This design comes from an exercise in tuning for small area and a short achievable clock period on the open sky130 flow, not from production work. RTL that was checked went through simulation tests only; none was proved equivalent to the original. Power is estimated from default activity; no workload was simulated.

rev 12:
==> module async_fifo_flags, before the edit <==
module async_fifo_flags
#(
  parameter int WIDTH       = 32,
  parameter int DEPTH       = 64,
  parameter int SYNC_STAGES = 2,
  parameter int AF_LEVEL    = DEPTH - 4,
  parameter int AE_LEVEL    = 4,
  parameter int FWFT        = 0,
  localparam int ADDR_W     = $clog2(DEPTH)
) (
  input  logic              wclk,
  input  logic              rclk,
  input  logic              rst_n,
  input  logic              winc,
  input  logic [WIDTH-1:0]  wdata,
  input  logic              wclr_err,
  output logic              wfull,
  output logic              walmost_full,
  output logic              woverflow,
  output logic [ADDR_W:0]   wlevel,
  input  logic              rinc,
  input  logic              rclr_err,
  output logic [WIDTH-1:0]  rdata,
  output logic              rempty,
  output logic              ralmost_empty,
  output logic              runderflow,
  output logic [ADDR_W:0]   rlevel
);
  localparam int PTR_W  = ADDR_W + 1;
  localparam int SYNC_N = (SYNC_STAGES < async_fifo_pkg::SYNC_STAGES_MIN) ? async_fifo_pkg::SYNC_STAGES_MIN :
                          (SYNC_STAGES > async_fifo_pkg::SYNC_STAGES_MAX) ? async_fifo_pkg::SYNC_STAGES_MAX : SYNC_STAGES;
  localparam int LAG    = SYNC_N + 1;
  localparam int LO_W   = ADDR_W / 2;
  localparam int HI_W   = ADDR_W - LO_W;
  localparam int LO_N   = 1 << LO_W;
  localparam int HI_N   = 1 << HI_W;
  localparam int LO_COPIES = (HI_N >= 4) ? 4 : HI_N;
  logic [1:0] wrst_q, rrst_q;
  logic       wrst_n, rrst_n;
  always_ff @(posedge wclk or negedge rst_n) begin
    if (!rst_n) wrst_q <= 2'b00;
    else        wrst_q <= {wrst_q[0], 1'b1};
  end
  always_ff @(posedge rclk or negedge rst_n) begin
    if (!rst_n) rrst_q <= 2'b00;
    else        rrst_q <= {rrst_q[0], 1'b1};
  end
  assign wrst_n = wrst_q[1];
  assign rrst_n = rrst_q[1];
  logic [WIDTH-1:0] mem [DEPTH];
  logic [ADDR_W-1:0] wptr_q;
  logic [PTR_W-1:0]  wlevel_q, wbase, wbase_p1, wlevel_d;
  logic              wfull_q, wfull_d, waf_q, waf_d, wovf_q, wovf_d, w_accept;
  logic [LAG-1:0]    racc_hist_q;    
  logic              r_accept;
  always_comb begin
    w_accept = winc && !wfull_q;
    wbase    = wlevel_q - PTR_W'(racc_hist_q[LAG-1]);
    wbase_p1 = wbase + PTR_W'(1);
    wlevel_d = w_accept ? wbase_p1 : wbase;
    wfull_d  = w_accept ? (wbase_p1 == PTR_W'(DEPTH))    : (wbase == PTR_W'(DEPTH));
    waf_d    = w_accept ? (wbase_p1 >= PTR_W'(AF_LEVEL)) : (wbase >= PTR_W'(AF_LEVEL));
    wovf_d   = (winc && wfull_q) ? 1'b1 : (wclr_err ? 1'b0 : wovf_q);
  end
  always_ff @(posedge wclk or negedge wrst_n) begin
    if (!wrst_n) begin
      wptr_q      <= '0;
      wlevel_q    <= '0;
      wfull_q     <= 1'b0;
      waf_q       <= 1'b0;
      wovf_q      <= 1'b0;
      racc_hist_q <= '0;
    end else begin
      wptr_q      <= wptr_q + ADDR_W'(w_accept);
      wlevel_q    <= wlevel_d;
      wfull_q     <= wfull_d;
      waf_q       <= waf_d;
      wovf_q      <= wovf_d;
      racc_hist_q <= {racc_hist_q[LAG-2:0], r_accept};
    end
  end
  always_ff @(posedge wclk) begin
    if (w_accept) mem[wptr_q] <= wdata;
  end
  logic [LO_N-1:0]  rlo_q [LO_COPIES];  
  logic [HI_N-1:0]  rhi_q;           
  logic [PTR_W-1:0] rlevel_q, rbase, rbase_m1, rlevel_d;
  logic             rempty_q, rempty_d, rae_q, rae_d, runf_q, runf_d;
  logic [LAG-1:0]   wacc_hist_q;     
  always_comb begin
    r_accept = rinc && !rempty_q;
    rbase    = rlevel_q + PTR_W'(wacc_hist_q[LAG-1]);
    rbase_m1 = rbase - PTR_W'(1);
    rlevel_d = r_accept ? rbase_m1 : rbase;
    rempty_d = r_accept ? (rbase_m1 == '0)                : (rbase == '0);
    rae_d    = r_accept ? (rbase_m1 <= PTR_W'(AE_LEVEL))  : (rbase <= PTR_W'(AE_LEVEL));
    runf_d   = (rinc && rempty_q) ? 1'b1 : (rclr_err ? 1'b0 : runf_q);
  end
  always_ff @(posedge rclk or negedge rrst_n) begin
    if (!rrst_n) begin
      for (int c = 0; c < LO_COPIES; c++) rlo_q[c] <= LO_N'(1);
      rhi_q       <= HI_N'(1);
      rlevel_q    <= '0;
      rempty_q    <= 1'b1;
      rae_q       <= 1'b1;
      runf_q      <= 1'b0;
      wacc_hist_q <= '0;
    end else begin
      if (r_accept) begin
        for (int c = 0; c < LO_COPIES; c++) rlo_q[c] <= {rlo_q[c][LO_N-2:0], rlo_q[c][LO_N-1]};
        if (rlo_q[0][LO_N-1]) rhi_q <= {rhi_q[HI_N-2:0], rhi_q[HI_N-1]};
      end
      rlevel_q    <= rlevel_d;
      rempty_q    <= rempty_d;
      rae_q       <= rae_d;
      runf_q      <= runf_d;
      wacc_hist_q <= {wacc_hist_q[LAG-2:0], w_accept};
    end
  end
  logic [WIDTH-1:0] grp_word [HI_N];
  logic [WIDTH-1:0] head_word;
  always_comb begin
    for (int g = 0; g < HI_N; g++) begin
      grp_word[g] = '0;
      for (int j = 0; j < LO_N; j++) begin
        grp_word[g] = grp_word[g] | (mem[g*LO_N + j] & {WIDTH{rlo_q[g * LO_COPIES / HI_N][j]}});
      end
    end
    head_word = '0;
    for (int g = 0; g < HI_N; g++) begin
      head_word = head_word | (grp_word[g] & {WIDTH{rhi_q[g]}});
    end
  end
  generate
    if (FWFT != 0) begin : g_fwft
      assign rdata = rempty_q ? '0 : head_word;
    end else begin : g_reg
      logic [WIDTH-1:0] rdata_q;
      always_ff @(posedge rclk or negedge rrst_n) begin
        if (!rrst_n)       rdata_q <= '0;
        else if (r_accept) rdata_q <= head_word;
      end
      assign rdata = rdata_q;
    end
  endgenerate
  assign wfull         = wfull_q;
  assign walmost_full  = waf_q;
  assign woverflow     = wovf_q;
  assign wlevel        = wlevel_q;
  assign rempty        = rempty_q;
  assign ralmost_empty = rae_q;
  assign runderflow    = runf_q;
  assign rlevel        = rlevel_q;
endmodule
Settings: LEC_CHECK=0, CAP_MARGIN=20, CORE_MARGIN=2, CORE_UTILIZATION=60, CTS_CLUSTER_DIAMETER=100, CTS_CLUSTER_SIZE=28, PLACE_DENSITY=0.7, SETUP_SLACK_MARGIN=1.62, SLEW_MARGIN=20; clock period 4.0 ns.
run.sh (not shown) runs the stock make flow with config.mk's settings and CLKGATE_MAP_FILE= SYNTH_SCRIPT=/design/flow/synth_recipe.tcl, a recipe that flattens the netlist after the stock synthesis.
Rev 12 finished all stages; the layout is clean.
[inputs] rev 13 vs rev 12
--- a/flow/design.v
+++ b/flow/design.v
@@ -102,9 +102,9 @@
   localparam int LO_W   = ADDR_W / 2;
   localparam int HI_W   = ADDR_W - LO_W;
   localparam int LO_N   = 1 << LO_W;
   localparam int HI_N   = 1 << HI_W;
-  localparam int LO_COPIES = (HI_N >= 4) ? 4 : HI_N;
+  localparam int LO_COPIES = HI_N;
   logic [1:0] wrst_q, rrst_q;
   logic       wrst_n, rrst_n;
   always_ff @(posedge wclk or negedge rst_n) begin
     if (!rst_n) wrst_q <= 2'b00;
### Flow results
Rev 13 finished every stage and its layout cleared the timing, design-rule and antenna checks. No stage failed in rev 12, and the final checks on the layout all came back clean. The final reports for rev 13 and rev 12 show post-synthesis to final-layout area growth lower in the former. The setup slack of rev 13 is larger than that of rev 12. Measured against each other, rev 12 and rev 13 differ in largest fanout on the critical path, the lower figure coming from rev 12. More vias were needed by rev 12 than by rev 13. Rev 12 -> rev 13: power dissipated by switching net loads increased slightly. Rev 13 vs rev 12, non-clock buffer count went down by 75. Diff rev 12 -> rev 13 | cell row count | increase of 1. Looking at required time of the critical path, rev 13 sits below rev 12. | first-pass GRT wire length | lower: rev 13 |. Diff rev 12 -> rev 13 | final-layout worst hold slack | increase of 0.0031 ns. For final area, rev 13 and rev 12 come out practically identical.

========
fifo_flags_top with an RTL version that a note above also has.
For scale: ~4400 cells after synthesis, about 2200 flip-flops, roughly 79000 sq um of cells after synthesis.
==> module async_fifo_flags, before the edit <==
module async_fifo_flags
#(
  parameter int WIDTH       = 32,
  parameter int DEPTH       = 64,
  parameter int SYNC_STAGES = 2,
  parameter int AF_LEVEL    = DEPTH - 4,
  parameter int AE_LEVEL    = 4,
  parameter int FWFT        = 0,
  localparam int ADDR_W     = $clog2(DEPTH)
) (
  input  logic              wclk,
  input  logic              rclk,
  input  logic              rst_n,
  input  logic              winc,
  input  logic [WIDTH-1:0]  wdata,
  input  logic              wclr_err,
  output logic              wfull,
  output logic              walmost_full,
  output logic              woverflow,
  output logic [ADDR_W:0]   wlevel,
  input  logic              rinc,
  input  logic              rclr_err,
  output logic [WIDTH-1:0]  rdata,
  output logic              rempty,
  output logic              ralmost_empty,
  output logic              runderflow,
  output logic [ADDR_W:0]   rlevel
);
  localparam int PTR_W  = ADDR_W + 1;
  localparam int SYNC_N = (SYNC_STAGES < async_fifo_pkg::SYNC_STAGES_MIN) ? async_fifo_pkg::SYNC_STAGES_MIN :
                          (SYNC_STAGES > async_fifo_pkg::SYNC_STAGES_MAX) ? async_fifo_pkg::SYNC_STAGES_MAX : SYNC_STAGES;
  localparam int LAG    = SYNC_N + 1;
  localparam int LO_W   = ADDR_W / 2;
  localparam int HI_W   = ADDR_W - LO_W;
  localparam int LO_N   = 1 << LO_W;
  localparam int HI_N   = 1 << HI_W;
  localparam int LO_COPIES = HI_N;
  logic [1:0] wrst_q, rrst_q;
  logic       wrst_n, rrst_n;
  always_ff @(posedge wclk or negedge rst_n) begin
    if (!rst_n) wrst_q <= 2'b00;
    else        wrst_q <= {wrst_q[0], 1'b1};
  end
  always_ff @(posedge rclk or negedge rst_n) begin
    if (!rst_n) rrst_q <= 2'b00;
    else        rrst_q <= {rrst_q[0], 1'b1};
  end
  assign wrst_n = wrst_q[1];
  assign rrst_n = rrst_q[1];
  logic [WIDTH-1:0] mem [DEPTH];
  logic [ADDR_W-1:0] wptr_q;
  logic [PTR_W-1:0]  wlevel_q, wbase, wbase_p1, wlevel_d;
  logic              wfull_q, wfull_d, waf_q, waf_d, wovf_q, wovf_d, w_accept;
  logic [LAG-1:0]    racc_hist_q;    
  logic              r_accept;
  always_comb begin
    w_accept = winc && !wfull_q;
    wbase    = wlevel_q - PTR_W'(racc_hist_q[LAG-1]);
    wbase_p1 = wbase + PTR_W'(1);
    wlevel_d = w_accept ? wbase_p1 : wbase;
    wfull_d  = w_accept ? (wbase_p1 == PTR_W'(DEPTH))    : (wbase == PTR_W'(DEPTH));
    waf_d    = w_accept ? (wbase_p1 >= PTR_W'(AF_LEVEL)) : (wbase >= PTR_W'(AF_LEVEL));
    wovf_d   = (winc && wfull_q) ? 1'b1 : (wclr_err ? 1'b0 : wovf_q);
  end
  always_ff @(posedge wclk or negedge wrst_n) begin
    if (!wrst_n) begin
      wptr_q      <= '0;
      wlevel_q    <= '0;
      wfull_q     <= 1'b0;
      waf_q       <= 1'b0;
      wovf_q      <= 1'b0;
      racc_hist_q <= '0;
    end else begin
      wptr_q      <= wptr_q + ADDR_W'(w_accept);
      wlevel_q    <= wlevel_d;
      wfull_q     <= wfull_d;
      waf_q       <= waf_d;
      wovf_q      <= wovf_d;
      racc_hist_q <= {racc_hist_q[LAG-2:0], r_accept};
    end
  end
  always_ff @(posedge wclk) begin
    if (w_accept) mem[wptr_q] <= wdata;
  end
  logic [LO_N-1:0]  rlo_q [LO_COPIES];  
  logic [HI_N-1:0]  rhi_q;           
  logic [PTR_W-1:0] rlevel_q, rbase, rbase_m1, rlevel_d;
  logic             rempty_q, rempty_d, rae_q, rae_d, runf_q, runf_d;
  logic [LAG-1:0]   wacc_hist_q;     
  always_comb begin
    r_accept = rinc && !rempty_q;
    rbase    = rlevel_q + PTR_W'(wacc_hist_q[LAG-1]);
    rbase_m1 = rbase - PTR_W'(1);
    rlevel_d = r_accept ? rbase_m1 : rbase;
    rempty_d = r_accept ? (rbase_m1 == '0)                : (rbase == '0);
    rae_d    = r_accept ? (rbase_m1 <= PTR_W'(AE_LEVEL))  : (rbase <= PTR_W'(AE_LEVEL));
    runf_d   = (rinc && rempty_q) ? 1'b1 : (rclr_err ? 1'b0 : runf_q);
  end
  always_ff @(posedge rclk or negedge rrst_n) begin
    if (!rrst_n) begin
      for (int c = 0; c < LO_COPIES; c++) rlo_q[c] <= LO_N'(1);
      rhi_q       <= HI_N'(1);
      rlevel_q    <= '0;
      rempty_q    <= 1'b1;
      rae_q       <= 1'b1;
      runf_q      <= 1'b0;
      wacc_hist_q <= '0;
    end else begin
      if (r_accept) begin
        for (int c = 0; c < LO_COPIES; c++) rlo_q[c] <= {rlo_q[c][LO_N-2:0], rlo_q[c][LO_N-1]};
        if (rlo_q[0][LO_N-1]) rhi_q <= {rhi_q[HI_N-2:0], rhi_q[HI_N-1]};
      end
      rlevel_q    <= rlevel_d;
      rempty_q    <= rempty_d;
      rae_q       <= rae_d;
      runf_q      <= runf_d;
      wacc_hist_q <= {wacc_hist_q[LAG-2:0], w_accept};
    end
  end
  logic [WIDTH-1:0] grp_word [HI_N];
  logic [WIDTH-1:0] head_word;
  always_comb begin
    for (int g = 0; g < HI_N; g++) begin
      grp_word[g] = '0;
      for (int j = 0; j < LO_N; j++) begin
        grp_word[g] = grp_word[g] | (mem[g*LO_N + j] & {WIDTH{rlo_q[g * LO_COPIES / HI_N][j]}});
      end
    end
    head_word = '0;
    for (int g = 0; g < HI_N; g++) begin
      head_word = head_word | (grp_word[g] & {WIDTH{rhi_q[g]}});
    end
  end
  generate
    if (FWFT != 0) begin : g_fwft
      assign rdata = rempty_q ? '0 : head_word;
    end else begin : g_reg
      logic [WIDTH-1:0] rdata_q;
      always_ff @(posedge rclk or negedge rrst_n) begin
        if (!rrst_n)       rdata_q <= '0;
        else if (r_accept) rdata_q <= head_word;
      end
      assign rdata = rdata_q;
    end
  endgenerate
  assign wfull         = wfull_q;
  assign walmost_full  = waf_q;
  assign woverflow     = wovf_q;
  assign wlevel        = wlevel_q;
  assign rempty        = rempty_q;
  assign ralmost_empty = rae_q;
  assign runderflow    = runf_q;
  assign rlevel        = rlevel_q;
endmodule
export LEC_CHECK = 0
export CAP_MARGIN = 20
export CORE_MARGIN = 2
export CORE_UTILIZATION = 60
export CTS_CLUSTER_DIAMETER = 100
export CTS_CLUSTER_SIZE = 30
export PLACE_DENSITY = 0.7
export SETUP_SLACK_MARGIN = 1.75
export SLEW_MARGIN = 20
create_clock -name core_clock -period 4.0 [get_ports {clk}]
==> next run, changes <==
--- a/flow/design.v
+++ b/flow/design.v
@@ -191,9 +191,10 @@
   always_comb begin
     for (int g = 0; g < HI_N; g++) begin
       grp_word[g] = '0;
       for (int j = 0; j < LO_N; j++) begin
-        grp_word[g] = grp_word[g] | (mem[g*LO_N + j] & {WIDTH{rlo_q[g * LO_COPIES / HI_N][j]}});
+        for (int b = 0; b < WIDTH; b++)
+          grp_word[g][b] = grp_word[g][b] | (mem[g*LO_N + j][b] & rlo_q[b * LO_COPIES / WIDTH][j]);
       end
     end
     head_word = '0;
     for (int g = 0; g < HI_N; g++) begin
After rerunning:
- The changed run ran to the end with no violations
- global-route usage went up by 1.3 points
- design area decreases by about 1.3%
- die area is about the same
- first-iteration DRC count is higher by 0.51%
- wire length increases by 3.6%
- setup slack degrades by 0.081 ns
- total power goes down by about 0.6%
- area after synthesis stays flat
Function not checked in the second run of this note: the RTL went through the layout flow alone.

========
## run A
fifo_flags_top with an RTL version that a note above also has.
For scale: roughly 2200 flip-flops, about 0.078 mm² of cells after synthesis.
clock: 4.0 ns
lec_check: 0
cap_margin: 20
core_margin: 2
core_utilization: 60
cts_cluster_diameter: 100
cts_cluster_size: 30
place_density: 0.7
setup_slack_margin: 1.75
slew_margin: 20
The inputs of run B differ from those of run A as listed below.
diff --git a/flow/design.v b/flow/design.v
--- a/flow/design.v
+++ b/flow/design.v
@@ -100,13 +100,13 @@
                           (SYNC_STAGES > async_fifo_pkg::SYNC_STAGES_MAX) ? async_fifo_pkg::SYNC_STAGES_MAX : SYNC_STAGES;
   localparam int LAG    = SYNC_N + 1;
   localparam int LO_W   = ADDR_W / 2;
   localparam int HI_W   = ADDR_W - LO_W;
   localparam int LO_N   = 1 << LO_W;
   localparam int HI_N   = 1 << HI_W;
-  localparam int LO_COPIES = (HI_N >= 4) ? 4 : HI_N;
+  localparam int LO_COPIES = HI_N;
   logic [1:0] wrst_q, rrst_q;
   logic       wrst_n, rrst_n;
   always_ff @(posedge wclk or negedge rst_n) begin
     if (!rst_n) wrst_q <= 2'b00;
     else        wrst_q <= {wrst_q[0], 1'b1};
   end
@@ -184,37 +184,32 @@
       rae_q       <= rae_d;
       runf_q      <= runf_d;
       wacc_hist_q <= {wacc_hist_q[LAG-2:0], w_accept};
     end
   end
   logic [WIDTH-1:0] grp_word [HI_N];
-  logic [WIDTH-1:0] head_word;
+  logic [HI_N-1:0]  rhi_pop;
+  logic [WIDTH-1:0] rdata_q, rdata_d;
   always_comb begin
     for (int g = 0; g < HI_N; g++) begin
       grp_word[g] = '0;
       for (int j = 0; j < LO_N; j++) begin
         grp_word[g] = grp_word[g] | (mem[g*LO_N + j] & {WIDTH{rlo_q[g * LO_COPIES / HI_N][j]}});
       end
     end
-    head_word = '0;
+    rhi_pop = rhi_q & {HI_N{r_accept}};
+    rdata_d = rdata_q & {WIDTH{!r_accept}};
     for (int g = 0; g < HI_N; g++) begin
-      head_word = head_word | (grp_word[g] & {WIDTH{rhi_q[g]}});
-    end
-  end
-  generate
-    if (FWFT != 0) begin : g_fwft
-      assign rdata = rempty_q ? '0 : head_word;
-    end else begin : g_reg
-      logic [WIDTH-1:0] rdata_q;
-      always_ff @(posedge rclk or negedge rrst_n) begin
-        if (!rrst_n)       rdata_q <= '0;
-        else if (r_accept) rdata_q <= head_word;
-      end
-      assign rdata = rdata_q;
-    end
-  endgenerate
+      rdata_d = rdata_d | (grp_word[g] & {WIDTH{rhi_pop[g]}});
+    end
+  end
+  always_ff @(posedge rclk or negedge rrst_n) begin
+    if (!rrst_n) rdata_q <= '0;
+    else         rdata_q <= rdata_d;
+  end
+  assign rdata = rdata_q;
   assign wfull         = wfull_q;
   assign walmost_full  = waf_q;
   assign woverflow     = wovf_q;
   assign wlevel        = wlevel_q;
   assign rempty        = rempty_q;
   assign ralmost_empty = rae_q;
Compared with run A, in run B combinational share of power now smaller, post-route clock period utilization now sits higher, synthesized-area fraction occupied by adder cells has remained practically unchanged, global-route usage fell by 1.7 points.
The highest clock frequency the design can meet of run B was inferior to that of run A.
Start point of the critical path: u_fifo.rlo_q[2][5]$_DFFE_PN0P_ -> run B, u_fifo.rlo_q[0][6]$_DFFE_PN0P_ -> run A
Overall power after layout delta for run B relative to run A: 0.64 mW higher
Diff run A and run B: global-route track usage on met1 higher in run A
No functional check of the RTL was part of run B.

[port drivers added, routing unchanged]
In the flow no input, the clock included, has a driving cell. The finished layouts below were timed again as built, in two steps. Step 1 (the two cells are an assumption about what drives the block):
set clk [get_ports {clk}]
set_driving_cell -lib_cell sky130_fd_sc_hd__clkbuf_16 $clk
set_driving_cell -lib_cell sky130_fd_sc_hd__buf_2 [delete_from_list [all_inputs] $clk]
Step 2, shift: input delay + t, output delay - t, t = (earliest + latest rising clock arrival at the registers) / 2. This alone moves slack from input paths to output paths. Three values: ideal ports, drivers, drivers and shift; two values: the first two.
run | shift t [ns] | setup slack, ns | clock arrival spread, ns
rev 12 | 0.807 | 1.561 / 1.551 / 0.819 | 0.036 / 0.036
rev 13 | 0.808 | 1.586 / 1.560 / 0.914 | 0.048 / 0.048
the first run of note 2 | 0.806 | 1.697 / 1.684 / 1.009 | 0.047 / 0.047
the second run of note 2 | 0.793 | 1.616 / 1.602 / 1.022 | 0.054 / 0.054
run A | 0.798 | 1.581 / 1.581 / 1.018 | 0.047 / 0.047
run B | 0.799 | 1.419 / 1.419 / 0.805 | 0.065 / 0.065
After both steps every run listed still meets setup and hold. For rev 12, which loses most, drivers alone change the setup slack by -0.010 ns; drivers and shift together by -0.742 ns.
